Source: an optimization exercise on an open RTL-to-GDS flow (aim: small area). Production flows keep margins and buffers that such runs may drop. Where RTL was checked, it was by simulation tests only, not by an equivalence proof against the original. Power figures rest on the tool's default switching activity, not on a simulated workload.

P:
==> flow/design.v (excerpt) <==
module core_top (
    input  wire        clk,
    input  wire        rst,
    output wire        imem_req_valid,
    input  wire        imem_req_ready,
    output wire [63:0] imem_req_addr,
    input  wire        imem_rsp_valid,
    output wire        imem_rsp_ready,
    input  wire [63:0] imem_rsp_rdata,
    output wire        dmem_req_valid,
    input  wire        dmem_req_ready,
    output wire [63:0] dmem_req_addr,
    output wire        dmem_req_we,
    output wire [63:0] dmem_req_wdata,
    input  wire        dmem_rsp_valid,
    output wire        dmem_rsp_ready,
    input  wire [63:0] dmem_rsp_rdata,
    output wire        retire_valid,
    output wire [63:0] retire_pc,
    output wire [4:0]  retire_rd,
    output wire        retire_rd_we,
    output wire [63:0] retire_rd_data
);
    reg  [1:0]  ph;      
    reg         clr;     
    reg         act;     
    reg         ldw;     
    reg         irv;     
    reg  [31:7] ir;      
    reg  [2:0]  cls;     
    reg  [63:2] pc;      
    reg         nf;      
    reg         drop;    
    reg         guess;   
    reg         xd;      
    reg         rt;      
    reg         rval;    
    reg  [4:0]  rrd;
    reg         rwe;
    reg  [20:2] opc;     
    reg         nh;      
    reg         ns;      
    reg         tk;      
    reg         dpend;   
    reg  [2:0]  dout;    
    reg         carry;
    reg         eqacc;
    reg  [63:0] rr;      
    reg  [63:0] ww;      
    wire ph0 = (ph == 2'd0);
    wire ph3 = (ph == 2'd3);
    wire [2:0]  f3     = ir[14:12];
    wire [4:0]  rd     = ir[11:7];
    wire [4:0]  rs1    = ir[19:15];
    wire [4:0]  rs2    = ir[24:20];
    localparam [2:0] C_NONE = 3'd0;    
    localparam [2:0] C_OP   = 3'd1;
    localparam [2:0] C_ADDI = 3'd2;
  ...
Size in the first run: ~6,500 cells after synthesis, about 470 I/O pins.
export LEC_CHECK = 0
export CAP_MARGIN = 20
export CORE_MARGIN = 2
export CORE_UTILIZATION = 55
export CTS_CLUSTER_DIAMETER = 120
export CTS_CLUSTER_SIZE = 25
export SETUP_SLACK_MARGIN = 0.2
export SLEW_MARGIN = 20
export SYNTH_HIERARCHICAL = 1
export SYNTH_MINIMUM_KEEP_SIZE = 0
create_clock -name core_clock -period 7.0 [get_ports {clk}]
standard.sh (not shown) runs the stock make flow with config.mk's settings and CLKGATE_MAP_FILE= SYNTH_SCRIPT=/design/flow/synth_recipe.tcl, a recipe that flattens the netlist after the stock synthesis.
==> flow/flow/run.sh <==
#!/bin/bash
# The standard layout (the standard.sh, ORFS from synthesis to the final
# layout) with these changes:
#  - the buffers that buffer_ports puts on every input and output port are
#    sky130_fd_sc_hd__buf_1 instead of the cell it picks by default;
#  - clock tree synthesis inserts no dummy loads.
# The full make output goes to standard.log in this folder; ORFS's own
# per-step logs are under orfs/logs.
set -euo pipefail
here=$(pwd)
bash standard.sh \
  "SYNTH_SCRIPT=$here/flow/synth.tcl" \
  "BUFFER_PORTS_ARGS=-buffer_cell sky130_fd_sc_hd__buf_1" \
  "CTS_ARGS=-sink_clustering_enable -repair_clock_nets -sink_clustering_size 25 -sink_clustering_max_diameter 120 -dont_use_dummy_load" \
  finish > standard.log 2>&1
==> flow/flow/area.abc <==
strash
dch
map -a
topo
==> flow/flow/synth.tcl <==
proc synth {args} { yosys synth -nofsm -noshare {*}$args }
# Technology mapping: the register file's rings and its rs2 read port get an
# area-oriented ABC script; the other modules the standard one.
set ::area_abc [file join [file dirname [info script]] area.abc]
proc abc {args} {
  set a {}
  set skip 0
  foreach x $args {
    if {$skip} { lappend a $::area_abc; set skip 0; continue }
    if {$x eq "-script"} { lappend a $x; set skip 1; continue }
    lappend a $x
  }
  yosys abc {*}$a rf_ring execute_stage
  yosys abc {*}$args core_top reg_file rf_port_a rf_port_b fetch_stage writeback_stage
}
source $::env(SCRIPTS_DIR)/synth.tcl
# left out here: clear keep_hierarchy, flatten, clean up, hide names made inside functions, write 1_2_yosys.v
Per the final summary, P finished and its layout is clean on timing, DRC and antenna.
Edits applied to the flow inputs when going from P to Q:
--- a/flow/flow/synth.tcl
+++ b/flow/flow/synth.tcl
@@ -12,4 +12,4 @@
   }
-  yosys abc {*}$a rf_ring execute_stage
-  yosys abc {*}$args core_top reg_file rf_port_a rf_port_b fetch_stage writeback_stage
+  yosys abc {*}$a rf_ring rf_port_b
+  yosys abc {*}$args core_top reg_file rf_port_a execute_stage fetch_stage writeback_stage
 }
### Flow results
Q finished all stages; the layout is clean. Looking at met3 usage in global routing, Q sits 2.1 points above P. The lower share of the cycle needed by the critical path after routing came out of P. The die used by Q is smaller than the one used by P. Sequential cell area across P and Q: no real change. Diff P -> Q: final instance count without filler cells went up about 2%; count of plain and timing-repair buffers in the layout went up about 16%. Of P and Q, the higher overall power after layout belongs to Q. Global-route usage up 2.9 points in Q wrt P. For wire length of the first global-routing pass, dividing the value from P by the value from Q gives 0.940.
The following lists how R was set up differently from Q:
--- a/flow/flow/synth.tcl
+++ b/flow/flow/synth.tcl
@@ -12,4 +12,4 @@
   }
-  yosys abc {*}$a rf_ring rf_port_b
-  yosys abc {*}$args core_top reg_file rf_port_a execute_stage fetch_stage writeback_stage
+  yosys abc {*}$a rf_ring
+  yosys abc {*}$args core_top reg_file rf_port_a rf_port_b execute_stage fetch_stage writeback_stage
 }
Findings:
- Q → R: final cell count decreased 183, total power now smaller, net load switching power now smaller.
- In the tables for Q and R, combinational power reads lower with R.
No functional check of the RTL was part of any run of this note.

core_top, a different RTL version from the one above (not shown whole).
Size in the first run: roughly 5300 cells after synthesis, about 2300 flip-flops, ~71000 um^2 of cells after synthesis.
export LEC_CHECK = 0
export CAP_MARGIN = 20
export CORE_MARGIN = 2
export CORE_UTILIZATION = 55
export CTS_CLUSTER_DIAMETER = 120
export CTS_CLUSTER_SIZE = 25
export SETUP_SLACK_MARGIN = 0.2
export SLEW_MARGIN = 20
export SYNTH_HIERARCHICAL = 1
export SYNTH_MINIMUM_KEEP_SIZE = 0
create_clock -name core_clock -period 7.0 [get_ports {clk}]
==> flow/flow/run.sh <==
#!/bin/bash
# The standard layout (the standard.sh, ORFS from synthesis to the final
# layout) with one change: the buffers that buffer_ports puts on every input
# and output port are sky130_fd_sc_hd__buf_1 instead of the cell it picks by
# default.  The full make output goes to standard.log in this folder; ORFS's
# own per-step logs are under orfs/logs.
set -euo pipefail
bash standard.sh "BUFFER_PORTS_ARGS=-buffer_cell sky130_fd_sc_hd__buf_1" finish > standard.log 2>&1
Next try:
==> flow/run.sh (new file) <==
#!/bin/bash
# synth_recipe.tcl (not shown) runs the flow's synth.tcl, then flattens the netlist and writes it again
# the make line also repeats each setting of config.mk as NAME=value (left out here)
make -C /OpenROAD-flow-scripts/flow DESIGN_CONFIG=/design/flow/config.mk WORK_HOME=/design/flow/orfs CLKGATE_MAP_FILE= SYNTH_SCRIPT=/design/flow/synth_recipe.tcl finish
removed: flow/flow/run.sh
removed: flow/standard.sh
After rerunning: Die area stays the same; core utilization goes up by 3.0 points; cell area goes up by 4.9%; power goes up by 3.5%; clock-buffer cell count goes up by 4.
Next try:
==> flow/flow/run.sh (new file) <==
#!/bin/bash
# The standard layout (the standard.sh, ORFS from synthesis to the final
# layout) with one change: the buffers that buffer_ports puts on every input
# and output port are sky130_fd_sc_hd__buf_1 instead of the cell it picks by
# default.  The full make output goes to standard.log in this folder; ORFS's
# own per-step logs are under orfs/logs.
set -euo pipefail
bash standard.sh "BUFFER_PORTS_ARGS=-buffer_cell sky130_fd_sc_hd__buf_1" finish > standard.log 2>&1
==> flow/standard.sh (new file) <==
#!/bin/bash
# synth_recipe.tcl (not shown) runs the flow's synth.tcl, then flattens the netlist and writes it again
# the make line also repeats each setting of config.mk as NAME=value (left out here)
make -C /OpenROAD-flow-scripts/flow DESIGN_CONFIG=/design/flow/config.mk WORK_HOME=/design/flow/orfs CLKGATE_MAP_FILE= SYNTH_SCRIPT=/design/flow/synth_recipe.tcl "${@:-finish}"
--- a/flow/config.mk
+++ b/flow/config.mk
@@ -11,5 +11,5 @@
 export CTS_CLUSTER_DIAMETER = 120
 export CTS_CLUSTER_SIZE = 25
-export SETUP_SLACK_MARGIN = 0.2
+export SETUP_SLACK_MARGIN = 0.1
 export SLEW_MARGIN = 20
 export SYNTH_HIERARCHICAL = 1
removed: flow/run.sh
Outcome: Final area goes down by 4.8%. Power goes down by 3.5%. Sequential cell count stays the same. Count of clock-buffer cells in the layout goes down by 4. Routed wire length goes down by 4.5%.
Next try:
--- a/flow/config.mk
+++ b/flow/config.mk
@@ -8,5 +8,5 @@
 export CAP_MARGIN = 20
 export CORE_MARGIN = 2
-export CORE_UTILIZATION = 55
+export CORE_UTILIZATION = 60
 export CTS_CLUSTER_DIAMETER = 120
 export CTS_CLUSTER_SIZE = 25
After rerunning: Final area barely changes; worst hold slack loses 0.0080 ns; utilization goes up by 5.8 points; setup slack gains 0.065 ns; routed wire length goes up by 2.0%; die area goes down by 8.2%.
Next try:
==> flow/flow/run.sh (replaced) <==
#!/bin/bash
# The standard layout (the standard.sh, ORFS from synthesis to the final
# layout) with two changes: the buffers that buffer_ports puts on every input
# and output port are sky130_fd_sc_hd__buf_1 instead of the cell it picks by
# default, and clock tree synthesis inserts no dummy loads.  The full make
# output goes to standard.log in this folder; ORFS's own per-step logs are
# under orfs/logs.
set -euo pipefail
bash standard.sh \
  "BUFFER_PORTS_ARGS=-buffer_cell sky130_fd_sc_hd__buf_1" \
  "CTS_ARGS=-sink_clustering_enable -repair_clock_nets -sink_clustering_size 25 -sink_clustering_max_diameter 120 -dont_use_dummy_load" \
  finish > standard.log 2>&1
--- a/flow/config.mk
+++ b/flow/config.mk
@@ -8,8 +8,8 @@
 export CAP_MARGIN = 20
 export CORE_MARGIN = 2
-export CORE_UTILIZATION = 60
+export CORE_UTILIZATION = 55
 export CTS_CLUSTER_DIAMETER = 120
 export CTS_CLUSTER_SIZE = 25
-export SETUP_SLACK_MARGIN = 0.1
+export SETUP_SLACK_MARGIN = 0.2
 export SLEW_MARGIN = 20
 export SYNTH_HIERARCHICAL = 1
Routed wire length came out lower by 1.8%.
Worst setup slack improves by 0.059 ns.
Via count falls by 1.9%.
Clock-buffer cell count is lower by 22.
Die area goes up by 9.0%.
Power drops by 1.2%.

==> re-timing with driven ports <==
The flow's constraints put no driver on any port. The routed layouts listed below were extracted and timed again, unchanged, in two steps. Step 1 sets driving cells, clkbuf_16 on the clock port and buf_2 on the other inputs (assumed; they add their load-dependent delay and slew). Step 2, shift: input delay + t, output delay - t, t = (earliest + latest rising clock arrival at the registers) / 2. This alone moves slack from input paths to output paths. Slacks: ideal / step 1 / step 2; pairs: ideal / step 1.
run | t (ns) | setup WS [ns] | worst setup path at the end | latest minus earliest clock arrival (ns) | worst data-port slew with drivers (ns)
P | 0.801 | 0.233 / 0.148 / 0.358 | register to register | 0.067 / 0.068 | 0.15
Q | 0.784 | 0.181 / 0.169 / 0.181 | register to register | 0.091 / 0.091 | 0.08
R | 0.795 | 0.374 / 0.291 / 0.385 | register to register | 0.082 / 0.082 | 0.07
the first run of note 2 | 0.828 | 0.272 / 0.196 / 0.367 | register to register | 0.059 / 0.059 | 0.13
the second run of note 2 | 0.834 | 0.214 / 0.133 / 0.368 | register to register | 0.042 / 0.042 | 0.12
the third run of note 2 | 0.828 | 0.074 / -0.002 / 0.315 | register to register | 0.057 / 0.058 | 0.13
the fourth run of note 2 | 0.821 | 0.139 / 0.065 / 0.287 | register to register | 0.059 / 0.059 | 0.18
the fifth run of note 2 | 0.791 | 0.198 / 0.121 / 0.240 | register to register | 0.118 / 0.118 | 0.12
After both steps every run listed still meets setup and hold.
